What follows belongs to an exercise in optimizing a design on an open flow for small area, a short achievable clock period and few clock cycles per item; a production flow would make more cautious choices. At most, simulation tests tie the RTL to the original design; equivalence was not proved. No activity file was given, so power comes from the tool's default toggle rates.

==> inputs of pepper <==
==> flow/design.v <==
package ahbl_pkg;
  localparam logic [1:0] HTRANS_IDLE   = 2'b00;
  localparam logic [1:0] HTRANS_BUSY   = 2'b01;
  localparam logic [1:0] HTRANS_NONSEQ = 2'b10;
  localparam logic [1:0] HTRANS_SEQ    = 2'b11;
  typedef enum logic [1:0] {
    StIdle = 2'd0,
    StFill = 2'd1,
    StResp = 2'd2
  } cache_state_e;
  function automatic logic htrans_active(input logic [1:0] htrans);
    case (htrans)
      HTRANS_NONSEQ, HTRANS_SEQ: htrans_active = 1'b1;
      HTRANS_IDLE, HTRANS_BUSY:  htrans_active = 1'b0;
      default:                   htrans_active = 1'b0;
    endcase
  endfunction
endpackage
module xip_line_cache_store #(
  parameter int unsigned NUM_LINES  = 16,
  parameter int unsigned LINE_WORDS = 4
) (
  input  logic                          clk_i,
  input  logic                          we_i,
  input  logic [NUM_LINES-1:0]          widx_i,    
  input  logic [LINE_WORDS-1:0]         wword_i,   
  input  logic [31:0]                   wdata_i,
  input  logic [$clog2(NUM_LINES)-1:0]  ridx_i,
  input  logic [$clog2(LINE_WORDS)-1:0] rword_i,
  output logic [31:0]                   rdata_o
);
  localparam int unsigned N = NUM_LINES * LINE_WORDS;
  logic [31:0] data_q [N];
  logic [N-1:0] rsel;
  for (genvar l = 0; l < NUM_LINES; l++) begin : g_line
    for (genvar w = 0; w < LINE_WORDS; w++) begin : g_word
      always_ff @(posedge clk_i) begin
        if (we_i & widx_i[l] & wword_i[w]) begin
          data_q[l * LINE_WORDS + w] <= wdata_i;
        end
      end
    end
  end
  assign rsel = N'(1) << {ridx_i, rword_i};
  always_comb begin
    rdata_o = '0;
    for (int k = 0; k < N; k++) begin
      rdata_o = rdata_o | (data_q[k] & {32{rsel[k]}});
    end
  end
endmodule
module xip_line_cache_ahbl #(
  parameter int unsigned NUM_LINES  = 16,
  parameter int unsigned LINE_WORDS = 4,
  parameter int unsigned ADDR_W     = 24
) (
  input  logic        HCLK,
  input  logic        HRESETn,
  input  logic        HSEL,
  input  logic [31:0] HADDR,
  input  logic [1:0]  HTRANS,
  input  logic        HWRITE,
  input  logic        HREADY,
  output logic        HREADYOUT,
  output logic [31:0] HRDATA,
  output logic        HRESP,
  output logic        M_HSEL,
  output logic [31:0] M_HADDR,
  output logic [1:0]  M_HTRANS,
  input  logic        M_HREADY,
  input  logic [31:0] M_HRDATA,
  input  logic        flush
);
  localparam int unsigned OFF_W  = $clog2(LINE_WORDS);
  localparam int unsigned IDX_W  = $clog2(NUM_LINES);
  localparam int unsigned TAG_W  = ADDR_W - OFF_W - IDX_W - 2;
  localparam int unsigned LINE_W = TAG_W + IDX_W;
  logic              accept, rd;
  logic [OFF_W-1:0]  a_word;
  logic [IDX_W-1:0]  a_idx;
  logic [TAG_W-1:0]  a_tag;
  logic [LINE_W-1:0] a_line;
  logic              unused_addr;
  assign unused_addr = ^{HADDR[31:ADDR_W], HADDR[1:0]};
  assign accept = HSEL & ahbl_pkg::htrans_active(HTRANS) & HREADY;
  assign rd     = accept & ~HWRITE;
  assign a_word = HADDR[OFF_W+1:2];
  assign a_idx  = HADDR[OFF_W+IDX_W+1:OFF_W+2];
  assign a_tag  = HADDR[ADDR_W-1:OFF_W+IDX_W+2];
  assign a_line = HADDR[ADDR_W-1:OFF_W+2];
  logic [TAG_W-1:0]     tag_q [NUM_LINES];
  logic [NUM_LINES-1:0] valid_q;
  logic                  gen_q;
  logic [IDX_W-1:0]      cur_idx_q;
  logic [LINE_WORDS-1:0] arrived_q;
  logic                  m_act_q;
  logic [LINE_W-1:0]     m_line_q;
  logic [OFF_W-1:0]      m_word_q;
  logic                  m_gen_q;
  logic                  pend_q;      
  logic                  dp_act_q;
  logic [IDX_W-1:0]      dp_idx_q;
  logic [OFF_W-1:0]      dp_word_q;
  logic [NUM_LINES-1:0]  dp_idx_oh_q;    
  logic [LINE_WORDS-1:0] dp_word_oh_q;
  logic                  dp_gen_q;
  logic                  wait_q;      
  logic [OFF_W-1:0]      wword_q;     
  logic [LINE_W-1:0]     line_q;      
  logic [31:0]           rdata_q;
  logic        tag_hit, arriving, bypass, word_ok, miss, m_free;
  logic [31:0] st_rdata;
  assign tag_hit  = valid_q[a_idx] & ~flush & (tag_q[a_idx] == a_tag);
  assign arriving = M_HREADY & dp_act_q & (dp_gen_q == gen_q);
  assign bypass   = arriving & (cur_idx_q == a_idx) & (dp_word_q == a_word);
  assign word_ok  = (cur_idx_q != a_idx) | arrived_q[a_word] | bypass;
  assign miss     = rd & ~tag_hit;
  assign m_free   = ~m_act_q | (M_HREADY & (m_word_q == OFF_W'(LINE_WORDS - 1)));
  xip_line_cache_store #(
    .NUM_LINES  (NUM_LINES),
    .LINE_WORDS (LINE_WORDS)
  ) u_store (
    .clk_i   (HCLK),
    .we_i    (M_HREADY & dp_act_q),
    .widx_i  (dp_idx_oh_q),
    .wword_i (dp_word_oh_q),
    .wdata_i (M_HRDATA),
    .ridx_i  (a_idx),
    .rword_i (a_word),
    .rdata_o (st_rdata)
  );
  always_ff @(posedge HCLK) begin
    if (rd) begin
      tag_q[a_idx] <= a_tag;
    end
  end
  always_ff @(posedge HCLK or negedge HRESETn) begin
    if (!HRESETn) begin
      valid_q <= '0;
    end else begin
      if (flush) begin
        valid_q <= '0;
      end
      if (rd) begin
        valid_q[a_idx] <= 1'b1;
      end
    end
  end
  always_ff @(posedge HCLK) begin
    rdata_q <= bypass ? M_HRDATA : st_rdata;
  end
  always_ff @(posedge HCLK or negedge HRESETn) begin
    if (!HRESETn) begin
      wait_q  <= 1'b0;
      wword_q <= '0;
      line_q  <= '0;
    end else if (HREADY) begin
      wait_q  <= rd & ~(tag_hit & word_ok);
      wword_q <= a_word;
      line_q  <= a_line;
    end
  end
  assign HREADYOUT = ~wait_q | (arriving & (dp_word_q == wword_q));
  assign HRDATA    = wait_q ? M_HRDATA : rdata_q;
  assign HRESP     = 1'b0;
  always_ff @(posedge HCLK or negedge HRESETn) begin
    if (!HRESETn) begin
      gen_q     <= 1'b0;
      cur_idx_q <= '0;
      arrived_q <= '1;
    end else if (miss) begin
      gen_q     <= ~gen_q;
      cur_idx_q <= a_idx;
      arrived_q <= '0;
    end else if (arriving) begin
      arrived_q[dp_word_q] <= 1'b1;
    end
  end
  always_ff @(posedge HCLK or negedge HRESETn) begin
    if (!HRESETn) begin
      m_act_q  <= 1'b0;
      m_line_q <= '0;
      m_word_q <= '0;
      m_gen_q  <= 1'b0;
      pend_q   <= 1'b0;
    end else begin
      if (m_free) begin
        m_act_q  <= miss | pend_q;
        m_line_q <= pend_q ? line_q : a_line;
        m_word_q <= '0;
        m_gen_q  <= pend_q ? gen_q : ~gen_q;
        pend_q   <= 1'b0;
      end else begin
        if (M_HREADY) begin
          m_word_q <= m_word_q + OFF_W'(1);
        end
        if (miss) begin
          pend_q <= 1'b1;
        end
      end
    end
  end
  always_ff @(posedge HCLK or negedge HRESETn) begin
    if (!HRESETn) begin
      dp_act_q  <= 1'b0;
      dp_idx_q  <= '0;
      dp_word_q <= '0;
      dp_gen_q  <= 1'b0;
      dp_idx_oh_q  <= '0;
      dp_word_oh_q <= '0;
    end else if (M_HREADY) begin
      dp_act_q  <= m_act_q;
      dp_idx_q  <= m_line_q[IDX_W-1:0];
      dp_word_q <= m_word_q;
      dp_gen_q  <= m_gen_q;
      dp_idx_oh_q  <= NUM_LINES'(1) << m_line_q[IDX_W-1:0];
      dp_word_oh_q <= LINE_WORDS'(1) << m_word_q;
    end
  end
  assign M_HSEL   = m_act_q;
  assign M_HTRANS = m_act_q ? ahbl_pkg::HTRANS_NONSEQ : ahbl_pkg::HTRANS_IDLE;
  assign M_HADDR  = {{(32 - ADDR_W){1'b0}}, m_line_q, m_word_q, 2'b00};
endmodule
==> flow/run.sh <==
#!/bin/bash
# synth_recipe.tcl (not shown) runs the flow's synth.tcl, then flattens the netlist and writes it again
# the make line also repeats each setting of config.mk as NAME=value (left out here)
make -C /OpenROAD-flow-scripts/flow DESIGN_CONFIG=/design/flow/config.mk WORK_HOME=/design/flow/orfs CLKGATE_MAP_FILE= SYNTH_SCRIPT=/design/flow/synth_recipe.tcl finish
==> flow/config.mk <==
export PLATFORM = sky130hd
export DESIGN_NAME = xip_line_cache_ahbl
export DESIGN_NICKNAME = xip_line_cache_ahbl
export VERILOG_FILES = /design/flow/design.v
export SDC_FILE = /design/flow/constraint.sdc
export NUM_CORES = 4
export LEC_CHECK = 0
export ABC_CLOCK_PERIOD_IN_PS = 2900
export CAP_MARGIN = 20
export CORE_MARGIN = 2
export CORE_UTILIZATION = 40
export SETUP_SLACK_MARGIN = 2.6
export SLEW_MARGIN = 20
==> flow/constraint.sdc <==
create_clock -name core_clock -period 5.5 [get_ports {HCLK}]
set_input_delay 1.1000 -clock core_clock [delete_from_list [all_inputs] [get_ports {HCLK}]]
set_output_delay 1.1000 -clock core_clock [all_outputs]
set_load 0.01 [all_outputs]
==> indigo: changes against pepper <==
--- a/flow/design.v
+++ b/flow/design.v
@@ -76,5 +76,5 @@
   localparam int unsigned TAG_W  = ADDR_W - OFF_W - IDX_W - 2;
   localparam int unsigned LINE_W = TAG_W + IDX_W;
-  logic              accept, rd;
+  logic              accept, rd_raw, rd;
   logic [OFF_W-1:0]  a_word;
   logic [IDX_W-1:0]  a_idx;
@@ -84,5 +84,6 @@
   assign unused_addr = ^{HADDR[31:ADDR_W], HADDR[1:0]};
   assign accept = HSEL & ahbl_pkg::htrans_active(HTRANS) & HREADY;
-  assign rd     = accept & ~HWRITE;
+  assign rd_raw = HSEL & ahbl_pkg::htrans_active(HTRANS) & ~HWRITE;
+  assign rd     = rd_raw & HREADY;
   assign a_word = HADDR[OFF_W+1:2];
   assign a_idx  = HADDR[OFF_W+IDX_W+1:OFF_W+2];
@@ -99,6 +100,6 @@
   logic                  m_gen_q;
   logic                  pend_q;      
+  logic                  early_q;     
   logic                  dp_act_q;
-  logic [IDX_W-1:0]      dp_idx_q;
   logic [OFF_W-1:0]      dp_word_q;
   logic [NUM_LINES-1:0]  dp_idx_oh_q;    
@@ -109,7 +110,11 @@
   logic [LINE_W-1:0]     line_q;      
   logic [31:0]           rdata_q;
-  logic        tag_hit, arriving, bypass, word_ok, miss, m_free;
+  logic        tag_hit, arriving, bypass, word_ok, miss, m_free, fwd, early;
   logic [31:0] st_rdata;
-  assign tag_hit  = valid_q[a_idx] & ~flush & (tag_q[a_idx] == a_tag);
+  logic [NUM_LINES-1:0] line_match;
+  for (genvar i = 0; i < NUM_LINES; i++) begin : g_match
+    assign line_match[i] = valid_q[i] & (tag_q[i] == a_tag) & (a_idx == IDX_W'(i));
+  end
+  assign tag_hit  = (|line_match) & ~flush;
   assign arriving = M_HREADY & dp_act_q & (dp_gen_q == gen_q);
   assign bypass   = arriving & (cur_idx_q == a_idx) & (dp_word_q == a_word);
@@ -117,4 +122,5 @@
   assign miss     = rd & ~tag_hit;
   assign m_free   = ~m_act_q | (M_HREADY & (m_word_q == OFF_W'(LINE_WORDS - 1)));
+  assign early    = fwd & rd_raw & ~tag_hit & m_free & ~pend_q;
   xip_line_cache_store #(
     .NUM_LINES  (NUM_LINES),
@@ -122,5 +128,5 @@
   ) u_store (
     .clk_i   (HCLK),
-    .we_i    (M_HREADY & dp_act_q),
+    .we_i    (M_HREADY),
     .widx_i  (dp_idx_oh_q),
     .wword_i (dp_word_oh_q),
@@ -147,6 +153,10 @@
     end
   end
+  assign fwd = wait_q & arriving & (dp_word_q == wword_q);
   always_ff @(posedge HCLK) begin
-    rdata_q <= bypass ? M_HRDATA : st_rdata;
+    rdata_q <= (wait_q | bypass) ? M_HRDATA : st_rdata;
+    if (HREADY) begin
+      line_q <= a_line;
+    end
   end
   always_ff @(posedge HCLK or negedge HRESETn) begin
@@ -154,13 +164,13 @@
       wait_q  <= 1'b0;
       wword_q <= '0;
-      line_q  <= '0;
     end else if (HREADY) begin
       wait_q  <= rd & ~(tag_hit & word_ok);
       wword_q <= a_word;
-      line_q  <= a_line;
-    end
-  end
-  assign HREADYOUT = ~wait_q | (arriving & (dp_word_q == wword_q));
-  assign HRDATA    = wait_q ? M_HRDATA : rdata_q;
+    end else if (fwd) begin
+      wait_q  <= 1'b0;
+    end
+  end
+  assign HREADYOUT = ~wait_q;
+  assign HRDATA    = rdata_q;
   assign HRESP     = 1'b0;
   always_ff @(posedge HCLK or negedge HRESETn) begin
@@ -180,12 +190,12 @@
     if (!HRESETn) begin
       m_act_q  <= 1'b0;
-      m_line_q <= '0;
       m_word_q <= '0;
       m_gen_q  <= 1'b0;
       pend_q   <= 1'b0;
+      early_q  <= 1'b0;
     end else begin
+      early_q <= early;
       if (m_free) begin
-        m_act_q  <= miss | pend_q;
-        m_line_q <= pend_q ? line_q : a_line;
+        m_act_q  <= miss | pend_q | early;
         m_word_q <= '0;
         m_gen_q  <= pend_q ? gen_q : ~gen_q;
@@ -195,5 +205,5 @@
           m_word_q <= m_word_q + OFF_W'(1);
         end
-        if (miss) begin
+        if (miss & ~early_q) begin
           pend_q <= 1'b1;
         end
@@ -201,8 +211,12 @@
     end
   end
+  always_ff @(posedge HCLK) begin
+    if (m_free) begin
+      m_line_q <= pend_q ? line_q : a_line;
+    end
+  end
   always_ff @(posedge HCLK or negedge HRESETn) begin
     if (!HRESETn) begin
       dp_act_q  <= 1'b0;
-      dp_idx_q  <= '0;
       dp_word_q <= '0;
       dp_gen_q  <= 1'b0;
@@ -211,8 +225,7 @@
     end else if (M_HREADY) begin
       dp_act_q  <= m_act_q;
-      dp_idx_q  <= m_line_q[IDX_W-1:0];
       dp_word_q <= m_word_q;
       dp_gen_q  <= m_gen_q;
-      dp_idx_oh_q  <= NUM_LINES'(1) << m_line_q[IDX_W-1:0];
+      dp_idx_oh_q  <= m_act_q ? NUM_LINES'(1) << m_line_q[IDX_W-1:0] : '0;
       dp_word_oh_q <= LINE_WORDS'(1) << m_word_q;
     end
--- a/flow/config.mk
+++ b/flow/config.mk
@@ -6,8 +6,9 @@
 export NUM_CORES = 4
 export LEC_CHECK = 0
-export ABC_CLOCK_PERIOD_IN_PS = 2900
 export CAP_MARGIN = 20
 export CORE_MARGIN = 2
-export CORE_UTILIZATION = 40
-export SETUP_SLACK_MARGIN = 2.6
+export CORE_UTILIZATION = 45
+export CTS_CLUSTER_DIAMETER = 70
+export CTS_CLUSTER_SIZE = 28
+export SETUP_SLACK_MARGIN = 2.9
 export SLEW_MARGIN = 20
==> sierra: changes against pepper <==
--- a/flow/design.v
+++ b/flow/design.v
@@ -23,6 +23,6 @@
   input  logic                          clk_i,
   input  logic                          we_i,
-  input  logic [NUM_LINES-1:0]          widx_i,    
-  input  logic [LINE_WORDS-1:0]         wword_i,   
+  input  logic [$clog2(NUM_LINES)-1:0]  widx_i,
+  input  logic [$clog2(LINE_WORDS)-1:0] wword_i,
   input  logic [31:0]                   wdata_i,
   input  logic [$clog2(NUM_LINES)-1:0]  ridx_i,
@@ -30,23 +30,11 @@
   output logic [31:0]                   rdata_o
 );
-  localparam int unsigned N = NUM_LINES * LINE_WORDS;
-  logic [31:0] data_q [N];
-  logic [N-1:0] rsel;
-  for (genvar l = 0; l < NUM_LINES; l++) begin : g_line
-    for (genvar w = 0; w < LINE_WORDS; w++) begin : g_word
-      always_ff @(posedge clk_i) begin
-        if (we_i & widx_i[l] & wword_i[w]) begin
-          data_q[l * LINE_WORDS + w] <= wdata_i;
-        end
-      end
-    end
-  end
-  assign rsel = N'(1) << {ridx_i, rword_i};
-  always_comb begin
-    rdata_o = '0;
-    for (int k = 0; k < N; k++) begin
-      rdata_o = rdata_o | (data_q[k] & {32{rsel[k]}});
-    end
-  end
+  logic [31:0] data_q [NUM_LINES][LINE_WORDS];
+  always_ff @(posedge clk_i) begin
+    if (we_i) begin
+      data_q[widx_i][wword_i] <= wdata_i;
+    end
+  end
+  assign rdata_o = data_q[ridx_i][rword_i];
 endmodule
 module xip_line_cache_ahbl #(
@@ -102,8 +90,6 @@
   logic [IDX_W-1:0]      dp_idx_q;
   logic [OFF_W-1:0]      dp_word_q;
-  logic [NUM_LINES-1:0]  dp_idx_oh_q;    
-  logic [LINE_WORDS-1:0] dp_word_oh_q;
   logic                  dp_gen_q;
-  logic                  wait_q;      
+  logic                  ready_q;     
   logic [OFF_W-1:0]      wword_q;     
   logic [LINE_W-1:0]     line_q;      
@@ -123,6 +109,6 @@
     .clk_i   (HCLK),
     .we_i    (M_HREADY & dp_act_q),
-    .widx_i  (dp_idx_oh_q),
-    .wword_i (dp_word_oh_q),
+    .widx_i  (dp_idx_q),
+    .wword_i (dp_word_q),
     .wdata_i (M_HRDATA),
     .ridx_i  (a_idx),
@@ -152,15 +138,15 @@
   always_ff @(posedge HCLK or negedge HRESETn) begin
     if (!HRESETn) begin
-      wait_q  <= 1'b0;
+      ready_q <= 1'b1;
       wword_q <= '0;
       line_q  <= '0;
     end else if (HREADY) begin
-      wait_q  <= rd & ~(tag_hit & word_ok);
+      ready_q <= ~rd | (tag_hit & word_ok);
       wword_q <= a_word;
       line_q  <= a_line;
     end
   end
-  assign HREADYOUT = ~wait_q | (arriving & (dp_word_q == wword_q));
-  assign HRDATA    = wait_q ? M_HRDATA : rdata_q;
+  assign HREADYOUT = ready_q | (~ready_q & arriving & (dp_word_q == wword_q));
+  assign HRDATA    = ready_q ? rdata_q : M_HRDATA;
   assign HRESP     = 1'b0;
   always_ff @(posedge HCLK or negedge HRESETn) begin
@@ -207,6 +193,4 @@
       dp_word_q <= '0;
       dp_gen_q  <= 1'b0;
-      dp_idx_oh_q  <= '0;
-      dp_word_oh_q <= '0;
     end else if (M_HREADY) begin
       dp_act_q  <= m_act_q;
@@ -214,6 +198,4 @@
       dp_word_q <= m_word_q;
       dp_gen_q  <= m_gen_q;
-      dp_idx_oh_q  <= NUM_LINES'(1) << m_line_q[IDX_W-1:0];
-      dp_word_oh_q <= LINE_WORDS'(1) << m_word_q;
     end
   end
--- a/flow/config.mk
+++ b/flow/config.mk
@@ -6,8 +6,8 @@
 export NUM_CORES = 4
 export LEC_CHECK = 0
-export ABC_CLOCK_PERIOD_IN_PS = 2900
+export ABC_CLOCK_PERIOD_IN_PS = 3200
 export CAP_MARGIN = 20
 export CORE_MARGIN = 2
 export CORE_UTILIZATION = 40
-export SETUP_SLACK_MARGIN = 2.6
+export SETUP_SLACK_MARGIN = 2.3
 export SLEW_MARGIN = 20
==> notes <==
- sierra passed the timing, design-rule and antenna checks. pepper went through all stages and came out clean. indigo passed the timing, design-rule and antenna checks.
- Hold slack, highest first: indigo, pepper, sierra.
- Of indigo and pepper, pepper has the higher power (gap 14%, measured against pepper).
- Routed wire length, highest first: indigo, pepper, sierra.
- Area after synthesis: pepper < indigo < sierra.
- Of indigo and pepper, indigo has the higher utilization (gap 6.7 points).
- Of indigo and sierra, sierra has the higher clock power (gap 33%, measured against sierra).
- Clock skew: sierra < pepper < indigo.
- Between sierra and indigo, the lower die area is in indigo (gap 16%, measured against indigo).
- Between indigo and sierra, the lower sequential share of layout area is in sierra (gap 0.39 points).
- Of sierra and pepper, pepper has the higher global-route usage (gap 9.7 points).
- Against sierra, the synthesized cell count of indigo is higher by about 26%.
==> figures <==
| item | pepper | sierra | indigo |
|---|---|---|---|
| Met2 WL | 157.0 mm | 120.8 mm | 156.5 mm |
| Mapped cell area | 0.09013 mm2 | 0.09332 mm2 | 0.09023 mm2 |
| Switching part of the total power | 0.2342 | 0.2307 | 0.2478 |
| Final clock period utilization by the worst path | 0.6151 | 0.6609 | 0.5605 |
| Ratio of cells with drive above 1 in the final layout | 0.2111 | 0.3479 | 0.2506 |
| Die outline height | 478.7 um | 487.0 um | 451.8 um |
| Reported clock group power | 16.3 mW | 16.1 mW | 10.8 mW |
| Time the final worst path needs with I/O delays and setup | 3.383 ns | 3.635 ns | 3.083 ns |
| Filler cell count in the final layout | 18520 | 18910 | 15290 |
| Register-to-register path setup slack | 2.81 ns | 2.39 ns | 2.42 ns |
| Yosys top cell area share | 0.7676 | 0.7414 | 0.7801 |
| Slew margin rel. | 0.1921 | 0.3014 | 0.1495 |
| Critical Path Start | wait_q | ready_q | dp_word_oh_q[3] |
| Lkg Pwr | 35.58 nW | 34.41 nW | 34.87 nW |
| Layout-to-synthesis area ratio | 1.1941x | 1.1650x | 1.2086x |
| Area after DPL | 0.09757 mm2 | 0.09992 mm2 | 0.09693 mm2 |
| Non-Clock Buffer Area Fraction | 0.05758 | 0.03841 | 0.09183 |
| Final Worst Setup Slack | 2.117 ns | 1.865 ns | 2.417 ns |
| Run status | timing/DRC/antenna clean | timing/DRC/antenna clean | timing/DRC/antenna clean |
| Pin count of the biggest net entering global routing | 69 | 82 | 66 |
| Clock H-tree levels | 4 | 4 | 3 |
| Endpoint required time on the critical path | 4.40 ns | 4.40 ns | 6.03 ns |
| Via total after detailed routing | 57930 | 43870 | 59580 |
Testbench counts of sierra, summed over its fixed seeds: cycles 41,608, reads 24,000.
Function not checked in pepper and indigo: the RTL went through the layout flow alone.

[separate check: timing with driven ports]
How much do the figures lean on ideal ports? The routed layouts below were timed once more, with nothing changed but the port constraints.
Step 1 sets driving cells, clkbuf_16 on the clock port and buf_2 on the other inputs (assumed; they add their load-dependent delay and slew).
Step 2 adds t to the input delays and takes it off the output delays; t is the mean of the earliest and latest rising clock arrival at the registers after step 1. Input paths then give back, and output paths get back, about the clock's delay inside the block.
Three values: ideal ports, drivers, drivers and shift; two values: the first two.
run | t (ns) | setup slack, ns | worst hold slack (ns) | worst setup path after step 2 | slew at the worst register clock pin (ns)
pepper | 0.974 | 2.117 / 2.019 / 1.369 | 0.321 / 0.246 / 0.473 | input to register | 0.07 / 0.07
indigo | 0.907 | 2.417 / 2.417 / 1.663 | 0.456 / 0.391 / 0.469 | input to register | 0.11 / 0.11
sierra | 0.941 | 1.865 / 1.782 / 1.319 | 0.267 / 0.224 / 0.480 | input to register | 0.07 / 0.07
After both steps setup and hold are still met in every run listed. The setup slack of indigo, which loses most, moves by 0.000 ns with the drivers and by -0.754 ns with both steps.
